Source: an optimization exercise on an open RTL-to-GDS flow (aim: small area). Production flows keep margins and buffers that such runs may drop.
In this exercise RTL edits were held to simulation tests only and were not proved equivalent to the original.
No activity file was given, so power comes from the tool's default toggle rates.

// sme_top
module sme_top (
    input  logic       clk,
    input  logic       rst_n,
    input  logic [7:0] chardata,
    input  logic       isstring,
    input  logic       ispattern,
    output logic       out_valid,
    output logic       match,
    output logic [4:0] match_index
);
Size in the first run: roughly 350 flip-flops, roughly 19 I/O pins, roughly 8900 um^2 of cells after synthesis.
==> module sme_top, before the edit <==
module sme_top (
    input  logic       clk,
    input  logic       rst_n,
    input  logic [7:0] chardata,
    input  logic       isstring,
    input  logic       ispattern,
    output logic       out_valid,
    output logic       match,
    output logic [4:0] match_index
);
    localparam logic [7:0] CHR_START = 8'h5E;    
    localparam logic [7:0] CHR_END   = 8'h24;    
    localparam logic [7:0] CHR_ANY   = 8'h2E;    
    localparam logic [7:0] CHR_SPACE = 8'h20;
    localparam logic [1:0] ST_IDLE = 2'd0;
    localparam logic [1:0] ST_WAIT = 2'd1;
    localparam logic [1:0] ST_SCAN = 2'd2;
    localparam logic [1:0] ST_END  = 2'd3;
    logic isstring_d;
    logic ispattern_d;
    logic sstart;
    logic pstart;
    logic pend;
    always_ff @(posedge clk) begin
        isstring_d <= isstring;
    end
    always_ff @(posedge clk or negedge rst_n) begin
        if (!rst_n) ispattern_d <= 1'b0;
        else        ispattern_d <= ispattern;
    end
    assign sstart = isstring & ~isstring_d;
    assign pstart = ispattern & ~ispattern_d;
    assign pend   = ispattern_d & ~ispattern;
    logic [255:0] sring;     
    logic [4:0]   ph;        
    logic [4:0]   rem;       
    logic [7:0]   ch;
    always_ff @(posedge clk) begin
        sring <= {(isstring ? chardata : sring[7:0]), sring[255:8]};
        ph    <= sstart ? 5'd1 : ph + 5'd1;
        rem   <= isstring ? 5'd1 : {rem[3:0], rem[4] ^ rem[2] ^ (rem[3:0] == 4'd0)};
    end
    assign ch = sring[7:0];
    logic [63:0] pring;      
    logic [2:0]  rotl;       
    logic [2:0]  rotf;       
    logic [7:0]  first;
    logic [7:0]  last;
    logic        anch;
    logic        lastdol;
    logic        caret_only; 
    logic [2:0]  lenm1;      
    logic [4:0]  idx;
    logic        in_caret;
    logic        in_dol;
    logic [7:0]  in_elem;
    assign in_caret = (chardata == CHR_START);
    assign in_dol   = (chardata == CHR_END);
    assign in_elem  = (in_caret | in_dol) ? CHR_SPACE : chardata;
    always_ff @(posedge clk) begin
        pring <= {(ispattern ? in_elem : pring[7:0]), pring[63:8]};
        rotl  <= ispattern ? 3'd0 : rotl + 3'd1;
        rotf  <= pstart    ? 3'd0 : rotf + 3'd1;
        if (pstart)    anch       <= in_caret;
        if (ispattern) lastdol    <= in_dol;
    end
    assign lenm1      = rotf - rotl;
    assign caret_only = anch & (lenm1 == 3'd0);
    always_comb begin
        for (int i = 0; i < 8; i++) begin
            first[i] = (rotf == 3'(7 - i));
            last[i]  = (rotl == 3'(7 - i));
        end
    end
    logic       ph0;
    logic [7:0] rst_q;       
    logic [7:0] r_next;
    logic       full;
    logic       end_hit;
    assign ph0 = (ph == 5'd0);
    always_comb begin
        for (int i = 0; i < 8; i++) begin
            logic [7:0] e;
            logic       m;
            logic       chain;
            e         = pring[8*i +: 8];
            m         = (e == CHR_ANY) || (e == ch);
            chain     = ph0 ? (first[(i + 7) % 8] & anch) : rst_q[i];
            r_next[i] = (first[i] | chain) & m;
        end
    end
    always_ff @(posedge clk) begin
        rst_q <= r_next;
    end
    assign full    = |(last & r_next);
    assign end_hit = lastdol & (|(last & (first | rst_q)));
    logic [1:0] state;
    logic       go;
    logic       scanning;
    logic       hit;
    logic       lastc;
    logic       result_now;
    logic       result_hit;
    assign go       = (state == ST_WAIT) || (state == ST_IDLE && pend);
    assign scanning = (state == ST_SCAN) || (go && ph0);
    assign hit      = full | caret_only;
    assign lastc    = (rem == 5'd0);
    assign result_now = (scanning && hit) || (state == ST_END);
    assign result_hit = scanning ? hit : end_hit;
    always_ff @(posedge clk or negedge rst_n) begin
        if (!rst_n) begin
            state <= ST_IDLE;
        end else if (scanning) begin
            state <= hit ? ST_IDLE : (lastc ? ST_END : ST_SCAN);
        end else if (go) begin
            state <= ST_WAIT;
        end else begin
            state <= ST_IDLE;
        end
    end
    always_ff @(posedge clk or negedge rst_n) begin
        if (!rst_n) begin
            out_valid <= 1'b0;
            match     <= 1'b0;
        end else begin
            out_valid <= result_now;
            match     <= result_now & result_hit;
        end
    end
    assign idx         = ph - {2'd0, lenm1} - 5'd1 + {4'd0, anch & (lenm1 != 3'd0)};
    assign match_index = idx & {5{match}};
endmodule
export LEC_CHECK = 0
export ABC_AREA = 0
export CAP_MARGIN = 20
export CORE_MARGIN = 2
export CORE_UTILIZATION = 70
export SLEW_MARGIN = 20
create_clock -name core_clock -period 8.0 [get_ports {clk}]
standard.sh (not shown) runs the stock make flow with config.mk's settings and CLKGATE_MAP_FILE= SYNTH_SCRIPT=/design/flow/synth_recipe.tcl, a recipe that flattens the netlist after the stock synthesis.
==> flow/flow/run.sh <==
#!/bin/bash
# The standard layout (standard.sh) with three changed knobs:
#  - adders are left to abc rather than mapped to adder cells, and abc
#    maps the logic with an area-oriented script (flow/area.abc); the rest
#    of the standard synthesis, and so every register, is unchanged
#  - the port buffers are buf_1
#  - the clock tree uses clkbuf_4 and no dummy loads
# Each tool's full output stays in its log under orfs/logs; make's output
# goes to standard_make.log.
set -euo pipefail
HERE=$(pwd)

orig_synth=$(grep -o 'SYNTH_SCRIPT=[^ ]*' standard.sh | head -1 | cut -d= -f2-)
orig_synth=${orig_synth//\'/}
cat > "$HERE/flow_synth.tcl" <<EOT
proc extract_fa {args} { puts "extract_fa skipped: adders go to abc" }
proc abc {args} {
  set i [lsearch -exact \$args -script]
  if {\$i >= 0} { set args [lreplace \$args \$i [expr {\$i + 1}]] }
  yosys abc -script $HERE/flow/area.abc {*}\$args
}
source $orig_synth
EOT
sed "s#SYNTH_SCRIPT=[^ ]*#SYNTH_SCRIPT=$HERE/flow_synth.tcl#" standard.sh > standard_area.sh

export BUFFER_PORTS_ARGS="-buffer_cell sky130_fd_sc_hd__buf_1"
export CTS_ARGS="-sink_clustering_enable -repair_clock_nets -sink_clustering_size 12 -sink_clustering_max_diameter 40 -buf_list sky130_fd_sc_hd__clkbuf_4 -dont_use_dummy_load"
bash standard_area.sh > standard_make.log 2>&1
==> flow/flow/area.abc <==
strash
&get -n
&fraig -x
&put
scorr
dc2
strash
&get -n
&deepsyn -T 10
&dch -f
&nf -R 1000 -p -F 10 -A 10 -C 32
&put
The starting point finished clean.
Rerun with:
--- a/flow/design.v
+++ b/flow/design.v
@@ -38,13 +38,14 @@
     logic [7:0]   ch;
     always_ff @(posedge clk) begin
         sring <= {(isstring ? chardata : sring[7:0]), sring[255:8]};
         ph    <= sstart ? 5'd1 : ph + 5'd1;
         rem   <= isstring ? 5'd1 : {rem[3:0], rem[4] ^ rem[2] ^ (rem[3:0] == 4'd0)};
     end
-    assign ch = sring[7:0];
+    logic in_end;
+    assign ch = in_end ? CHR_SPACE : sring[7:0];
     logic [63:0] pring;      
     logic [2:0]  rotl;       
     logic [2:0]  rotf;       
     logic [7:0]  first;
     logic [7:0]  last;
     logic        anch;
@@ -83,29 +84,30 @@
         for (int i = 0; i < 8; i++) begin
             logic [7:0] e;
             logic       m;
             logic       chain;
             e         = pring[8*i +: 8];
             m         = (e == CHR_ANY) || (e == ch);
-            chain     = ph0 ? (first[(i + 7) % 8] & anch) : rst_q[i];
+            chain     = (ph0 & ~in_end) ? (first[(i + 7) % 8] & anch) : rst_q[i];
             r_next[i] = (first[i] | chain) & m;
         end
     end
     always_ff @(posedge clk) begin
         rst_q <= r_next;
     end
     assign full    = |(last & r_next);
-    assign end_hit = lastdol & (|(last & (first | rst_q)));
+    assign end_hit = lastdol & full;
     logic [1:0] state;
     logic       go;
     logic       scanning;
     logic       hit;
     logic       lastc;
     logic       result_now;
     logic       result_hit;
     assign go       = (state == ST_WAIT) || (state == ST_IDLE && pend);
+    assign in_end   = (state == ST_END);
     assign scanning = (state == ST_SCAN) || (go && ph0);
     assign hit      = full | caret_only;
     assign lastc    = (rem == 5'd0);
     assign result_now = (scanning && hit) || (state == ST_END);
     assign result_hit = scanning ? hit : end_hit;
     always_ff @(posedge clk or negedge rst_n) begin
After rerunning: Fmax increases by a few percent. Cell area is lower slightly. Via count goes down slightly. Core utilization goes down by 0.33 points. Critical path depth came out lower by 4. Wire length goes down by a few percent. Clock power fell slightly. Global-route usage goes down by 0.19 points. Setup slack improves by 0.20 ns. Power went down slightly. Die area shrinks slightly. Non-clock buffer count is unchanged. Worst hold slack gets better by 0.025 ns. Count of clock-buffer cells in the layout went down by 1.

==> what the ideal ports hide <==
The flow's constraints put no driver on any port. The routed layouts listed below were extracted and timed again, unchanged, in two steps. Step 1 sets driving cells, clkbuf_16 on the clock port and buf_2 on the other inputs (assumed; they add their load-dependent delay and slew). Step 2 also shifts input and output timing later by t, the mid clock arrival at the registers, as if the neighbouring blocks saw the same clock. Slacks: no drivers / after step 1 / after step 2; pairs: no drivers / after step 1.
run	t (ns)	setup slack, ns	hold slack, ns	worst slew at a driven data input, ns	pins driven straight from the clock port
the first run	0.626	3.040 / 3.002 / 3.628	0.291 / 0.291 / 0.291	0.04	1
the second run	0.593	3.241 / 3.207 / 3.800	0.316 / 0.316 / 0.316	0.06	1
After both steps setup and hold are still met in every run listed.
